Background: an optimization exercise with open tools, aiming at small area, a short achievable clock period and few clock cycles per item. Do not read the settings as production practice. At most, simulation tests tie the RTL to the original design; equivalence was not proved.

run A:
// fp_div_top
module fp_div_top
(
    input  wire logic                        clk,
    input  wire logic                        reset,
    input  wire logic                        in_valid,
    input  wire logic [8+23:0] a,
    input  wire logic [8+23:0] b,
    output logic                             out_valid,
    output logic [8+23:0]     result,
    output logic                             exception,
    output logic                             overflow,
    output logic                             underflow
);
For scale: about 1300 flip-flops, roughly 100 I/O pins.
export LEC_CHECK = 0
export CAP_MARGIN = 20
export CORE_MARGIN = 2
export CORE_UTILIZATION = 40
export CTS_CLUSTER_DIAMETER = 150
export CTS_CLUSTER_SIZE = 26
export SLEW_MARGIN = 20
create_clock -name core_clock -period 15.0 [get_ports {clk}]
standard.sh (not shown) runs the stock make flow with config.mk's settings and CLKGATE_MAP_FILE= SYNTH_SCRIPT=/design/flow/synth_recipe.tcl, a recipe that flattens the netlist after the stock synthesis.
==> flow/flow/run.sh <==
#!/bin/bash
# Standard synthesis, then the standard layout with repair_timing aiming for
# extra setup slack (the SDC and the clock period are unchanged).
set -euo pipefail
bash standard.sh synth > synth.log 2>&1
bash standard.sh SETUP_SLACK_MARGIN=10.8 finish > layout.log 2>&1
The flow did not stop early for run A: all stages ran, and the layout cleared the timing, design-rule and antenna checks.
Testbench counts of run A, summed over its fixed seeds: cycles 16,104, items 16,000.
Input changes introduced in run B (baseline for comparison: run A):
# run A
export LEC_CHECK = 0
export CAP_MARGIN = 20
export CORE_MARGIN = 2
export CORE_UTILIZATION = 40
export CTS_CLUSTER_DIAMETER = 150
export CTS_CLUSTER_SIZE = 26
export SLEW_MARGIN = 20
create_clock -name core_clock -period 15.0 [get_ports {clk}]
# run B
export LEC_CHECK = 0
export CAP_MARGIN = 20
export CORE_MARGIN = 2
export CORE_UTILIZATION = 40
export CTS_CLUSTER_DIAMETER = 200
export CTS_CLUSTER_SIZE = 30
export SLEW_MARGIN = 20
create_clock -name core_clock -period 15.0 [get_ports {clk}]
--- outcome ---
- Run B against run A: core utilization was more or less identical, worst hold slack went up by 13 ps, first-iteration DRC count went up by about 11%, fmax was more or less identical.
- Between run A and run B, the count of instances resized after the clock tree is built is higher for run A.
- In the reports for run A and run B, the smaller synthesis-to-finish area growth belongs to run B.
- Any difference in global-route usage between run B and run A is small enough to ignore.
Setup changes, run B to run C
# run B
export LEC_CHECK = 0
export CAP_MARGIN = 20
export CORE_MARGIN = 2
export CORE_UTILIZATION = 40
export CTS_CLUSTER_DIAMETER = 200
export CTS_CLUSTER_SIZE = 30
export SLEW_MARGIN = 20
create_clock -name core_clock -period 15.0 [get_ports {clk}]
# run C
export LEC_CHECK = 0
export CAP_MARGIN = 20
export CORE_MARGIN = 2
export CORE_UTILIZATION = 55
export CTS_CLUSTER_DIAMETER = 150
export CTS_CLUSTER_SIZE = 26
export PLACE_DENSITY = 0.7
export SLEW_MARGIN = 20
create_clock -name core_clock -period 15.0 [get_ports {clk}]
Notes after the runs:
In summary, run C completed successfully, with a layout that passed the timing, design-rule and antenna checks. Run B finished all stages; the layout is clean. The standard cells in run C occupy less silicon area than those in run B do. Taking run B as the reference, in run C core occupancy in the finished layout increased by 16 points relative to the old numbers. Taking run B as 1.0, run C lands at 0.922 on post-layout instance count excluding filler cells.

Another version of the RTL of fp_div_top (not shown whole).
Size in the first run: roughly 100 I/O pins, ~47000 sq um of cells after synthesis.
==> flow/config.mk <==
export PLATFORM = sky130hd
export DESIGN_NAME = fp_div_top
export DESIGN_NICKNAME = fp_div_top
export VERILOG_FILES = /design/flow/design.v
export SDC_FILE = /design/flow/constraint.sdc
export NUM_CORES = 4
export LEC_CHECK = 0
export CAP_MARGIN = 20
export CORE_MARGIN = 2
export CORE_UTILIZATION = 40
export CTS_CLUSTER_DIAMETER = 150
export CTS_CLUSTER_SIZE = 26
export SLEW_MARGIN = 20
==> flow/constraint.sdc <==
create_clock -name core_clock -period 15.0 [get_ports {clk}]
set_input_delay 3.0000 -clock core_clock [delete_from_list [all_inputs] [get_ports {clk}]]
set_output_delay 3.0000 -clock core_clock [all_outputs]
set_load 0.01 [all_outputs]
==> flow/flow/run.sh <==
#!/bin/bash
# Standard synthesis without the full-adder extraction step (ADDER_MAP_FILE
# empty, so abc maps the adders too), then the standard layout with
# repair_timing aiming for extra setup slack (the SDC and the clock period
# are unchanged).
set -euo pipefail
bash standard.sh ADDER_MAP_FILE= synth > synth.log 2>&1
bash standard.sh ADDER_MAP_FILE= SETUP_SLACK_MARGIN=10.8 finish > layout.log 2>&1
Next try:
==> flow/flow/run.sh (replaced) <==
#!/bin/bash
# Standard synthesis, then the standard layout with repair_timing aiming for
# extra setup slack (the SDC and the clock period are unchanged).
set -euo pipefail
bash standard.sh synth > synth.log 2>&1
bash standard.sh SETUP_SLACK_MARGIN=10.8 finish > layout.log 2>&1
What happened:
- The new run went through all stages and came out clean
- critical path depth is unchanged
- design area shrinks by 0.69%
- clock skew came out higher by 0.0078 ns
- die area falls by 2.6%
- setup slack is worse by 0.042 ns
- register-to-register slack got worse by 0.02 ns
- count of clock-buffer cells in the layout fell by 1
No functional check of the RTL was part of any run of this note.

== v6 ==
fp_div_top, a different RTL version from the one above (not shown whole).
Size in the first run: ~4000 cells after synthesis, ~100 I/O pins, about 48000 µm² of cells after synthesis.
Design fp_div_top, start of the top module:
module fp_div_top
(
    input  wire logic                        clk,
    input  wire logic                        reset,
    input  wire logic                        in_valid,
    input  wire logic [8+23:0] a,
    input  wire logic [8+23:0] b,
    output logic                             out_valid,
    output logic [8+23:0]     result,
    output logic                             exception,
    output logic                             overflow,
    output logic                             underflow
);
Settings: LEC_CHECK=0, CAP_MARGIN=20, CORE_MARGIN=2, CORE_UTILIZATION=40, CTS_CLUSTER_DIAMETER=150, CTS_CLUSTER_SIZE=26, SLEW_MARGIN=20; clock period 15.0 ns.
==> flow/flow/run.sh <==
#!/bin/bash
# Standard synthesis, then the standard layout with repair_timing aiming for
# extra setup slack (the SDC and the clock period are unchanged).
set -euo pipefail
bash standard.sh synth > synth.log 2>&1
bash standard.sh SETUP_SLACK_MARGIN=10.6 finish > layout.log 2>&1
Inputs modified between v6 and v7:
diff --git a/flow/flow/run.sh b/flow/flow/run.sh
--- a/flow/flow/run.sh
+++ b/flow/flow/run.sh
@@ -6 +6 @@
-bash standard.sh SETUP_SLACK_MARGIN=10.6 finish > layout.log 2>&1
+bash standard.sh SETUP_SLACK_MARGIN=10.8 finish > layout.log 2>&1
[summary]
Compared to v6, the router laid down more metal wire for v7.
v7 ended with every stage complete and zero timing, DRC or antenna violations.
Clock period minus worst slack: lower on v7
Compared to v6, v7 has critical path's largest stage delay 0.04 ns lower.
No run of this note included a check of the RTL's function; only the layout flow was run.

amber:
Another version of the RTL of fp_div_top (not shown whole).
For scale: about 5100 cells after synthesis, about 1100 flip-flops, about 49000 um^2 of cells after synthesis.
Settings: LEC_CHECK=0, CAP_MARGIN=20, CORE_MARGIN=2, CORE_UTILIZATION=40, CTS_CLUSTER_DIAMETER=150, CTS_CLUSTER_SIZE=26, SLEW_MARGIN=20; clock period 15.0 ns.
==> flow/flow/run.sh <==
#!/bin/bash
# Standard synthesis without the full-adder extraction step (ADDER_MAP_FILE
# empty, so abc maps the adders too), then the standard layout with
# repair_timing aiming for extra setup slack (the SDC and the clock period
# are unchanged).
set -euo pipefail
bash standard.sh ADDER_MAP_FILE= synth > synth.log 2>&1
bash standard.sh ADDER_MAP_FILE= SETUP_SLACK_MARGIN=10.8 finish > layout.log 2>&1
Testbench counts of amber, summed over its fixed seeds: cycles 16,104, items 16,000.
### amber -> garnet
==> flow/flow/run.sh <==
#!/bin/bash
# Standard synthesis, then the standard layout with repair_timing aiming for
# extra setup slack (the SDC and the clock period are unchanged).
set -euo pipefail
bash standard.sh synth > synth.log 2>&1
bash standard.sh SETUP_SLACK_MARGIN=10.8 finish > layout.log 2>&1
Diff amber -> garnet: depth of the worst hold-timing path comparable; via count went down by about 30%.
Transition time at the pin with the least slew margin on garnet is up relative to amber.
Delta (garnet minus amber): core outline area moved down, fmax moved up.
What cedar does differently from garnet at the input level:
==> flow/flow/run.sh <==
#!/bin/bash
# Standard synthesis, then the standard layout with repair_timing aiming for
# extra setup slack (the SDC and the clock period are unchanged), and the
# smallest buffer on each port.
set -euo pipefail
bash standard.sh synth > synth.log 2>&1
bash standard.sh SETUP_SLACK_MARGIN=10.8 "BUFFER_PORTS_ARGS=-buffer_cell sky130_fd_sc_hd__buf_1" finish > layout.log 2>&1
==> comparison <==
Both conditions hold for cedar: the flow ran to the end and the final layout passed the timing, design-rule and antenna checks. Max freq garnet -> cedar: degraded. Summary of cedar over garnet: final area now sits lower, routed wire length went down by about 0.8%, final worst-path cycle share did not really move, multi-input combinational gate total level.

Another version of the RTL of fp_div_top (not shown whole).
Size: ~3600 cells after synthesis, about 1200 flip-flops, roughly 100 I/O pins, about 0.043 sq mm of cells after synthesis.
Settings: LEC_CHECK=0, CAP_MARGIN=20, CORE_MARGIN=2, CORE_UTILIZATION=40, CTS_CLUSTER_DIAMETER=160, CTS_CLUSTER_SIZE=30, SLEW_MARGIN=20; clock period 15.0 ns.
==> flow/flow/run.sh <==
#!/bin/bash
# Standard synthesis, then the standard layout with repair_timing aiming for
# extra setup slack (the SDC and the clock period are unchanged), and the
# smallest buffer on each port.
set -euo pipefail
bash standard.sh synth > synth.log 2>&1
bash standard.sh SETUP_SLACK_MARGIN=10.8 "BUFFER_PORTS_ARGS=-buffer_cell sky130_fd_sc_hd__buf_1" finish > layout.log 2>&1
Rerun with:
--- a/flow/flow/run.sh
+++ b/flow/flow/run.sh
@@ -6,2 +6,2 @@
 bash standard.sh synth > synth.log 2>&1
-bash standard.sh SETUP_SLACK_MARGIN=10.8 "BUFFER_PORTS_ARGS=-buffer_cell sky130_fd_sc_hd__buf_1" finish > layout.log 2>&1
+bash standard.sh SETUP_SLACK_MARGIN=10.7 "BUFFER_PORTS_ARGS=-buffer_cell sky130_fd_sc_hd__buf_1" finish > layout.log 2>&1
CTS_CLUSTER_DIAMETER = 150   (was 160)
CTS_CLUSTER_SIZE = 26   (was 30)
Effect:
- sequential share of layout area stays flat
- synthesized cell count does not change
- worst setup slack got worse by 48 ps
- global-route usage hardly moves
- routed wire length is lower by 1.6%
- via count hardly moves
- non-clock buffer count is lower by 1
- final cell count is about the same
Rerun with:
--- a/flow/flow/run.sh
+++ b/flow/flow/run.sh
@@ -6,2 +6,2 @@
 bash standard.sh synth > synth.log 2>&1
-bash standard.sh SETUP_SLACK_MARGIN=10.7 "BUFFER_PORTS_ARGS=-buffer_cell sky130_fd_sc_hd__buf_1" finish > layout.log 2>&1
+bash standard.sh SETUP_SLACK_MARGIN=10.8 "BUFFER_PORTS_ARGS=-buffer_cell sky130_fd_sc_hd__buf_1" finish > layout.log 2>&1
TNS_END_PERCENT = 50   (was default)
The new run completed without violations.
Critical path depth stays the same.
First-iteration DRC count drops by 0.34%.
Worst setup slack loses 8.8 ps.
Wire length climbs by 1.6%.
Worst hold slack loses 22 ps.
Cell count stays flat.
Die area does not change.
Sequential share of layout area drops by 0.28 points.
Rerun with:
CORE_UTILIZATION = 60   (was 40)
PLACE_DENSITY = 0.72   (was default)
TNS_END_PERCENT = default   (was 50)
- cell area falls by 1.2%
- register-to-register slack gains 40 ps
- clock-buffer cell count stays the same
- via count rises by 1.3%
- critical path depth does not change
- synthesized cell count does not change
No functional check of the RTL was part of any run of this note.

-- separate check: timing with driven ports --
The results above use ideal ports. As a check the final layouts listed here were re-extracted and re-timed, cells and wires unchanged. Step 1 assumes that a clkbuf_16 drives the clock port and a buf_2 every other input. Step 2 adds t to the input delays and takes it off the output delays; t is the mean of the earliest and latest rising clock arrival at the registers after step 1. Input paths then give back, and output paths get back, about the clock's delay inside the block. Slacks: ideal ports / drivers / drivers and shift; pairs: ideal ports / drivers.
| run | t, ns | setup WS [ns] | slew at the worst register clock pin (ns) | worst data-port slew with drivers (ns) |
|---|---|---|---|---|
| run A | 0.720 | 10.828 / 10.786 / 10.142 | 0.11 / 0.11 | 0.08 |
| run B | 0.708 | 10.836 / 10.804 / 10.163 | 0.12 / 0.12 | 0.08 |
| run C | 0.685 | 10.809 / 10.798 / 10.143 | 0.10 / 0.10 | 0.08 |
| the first run of note 2 | 0.714 | 10.863 / 10.799 / 10.499 | 0.11 / 0.11 | 0.05 |
| the second run of note 2 | 0.730 | 10.821 / 10.756 / 10.546 | 0.11 / 0.11 | 0.05 |
| v6 | 0.719 | 10.693 / 10.622 / 10.056 | 0.11 / 0.11 | 0.07 |
| v7 | 0.698 | 10.870 / 10.800 / 10.247 | 0.11 / 0.11 | 0.09 |
| amber | 0.730 | 10.831 / 10.765 / 10.462 | 0.11 / 0.11 | 0.04 |
| garnet | 0.690 | 10.875 / 10.813 / 10.519 | 0.10 / 0.10 | 0.06 |
| cedar | 0.693 | 10.855 / 10.792 / 10.838 | 0.10 / 0.10 | 0.05 |
| the first run of note 5 | 0.701 | 10.845 / 10.777 / 10.383 | 0.11 / 0.11 | 0.05 |
| the second run of note 5 | 0.702 | 10.798 / 10.728 / 10.347 | 0.10 / 0.10 | 0.05 |
| the third run of note 5 | 0.701 | 10.789 / 10.721 / 10.285 | 0.10 / 0.10 | 0.05 |
| the fourth run of note 5 | 0.683 | 10.831 / 10.769 / 10.259 | 0.10 / 0.10 | 0.05 |
After both steps setup and hold are still met in every run listed. For run A, which loses most, drivers alone change the setup slack by -0.042 ns; drivers and shift together by -0.686 ns.
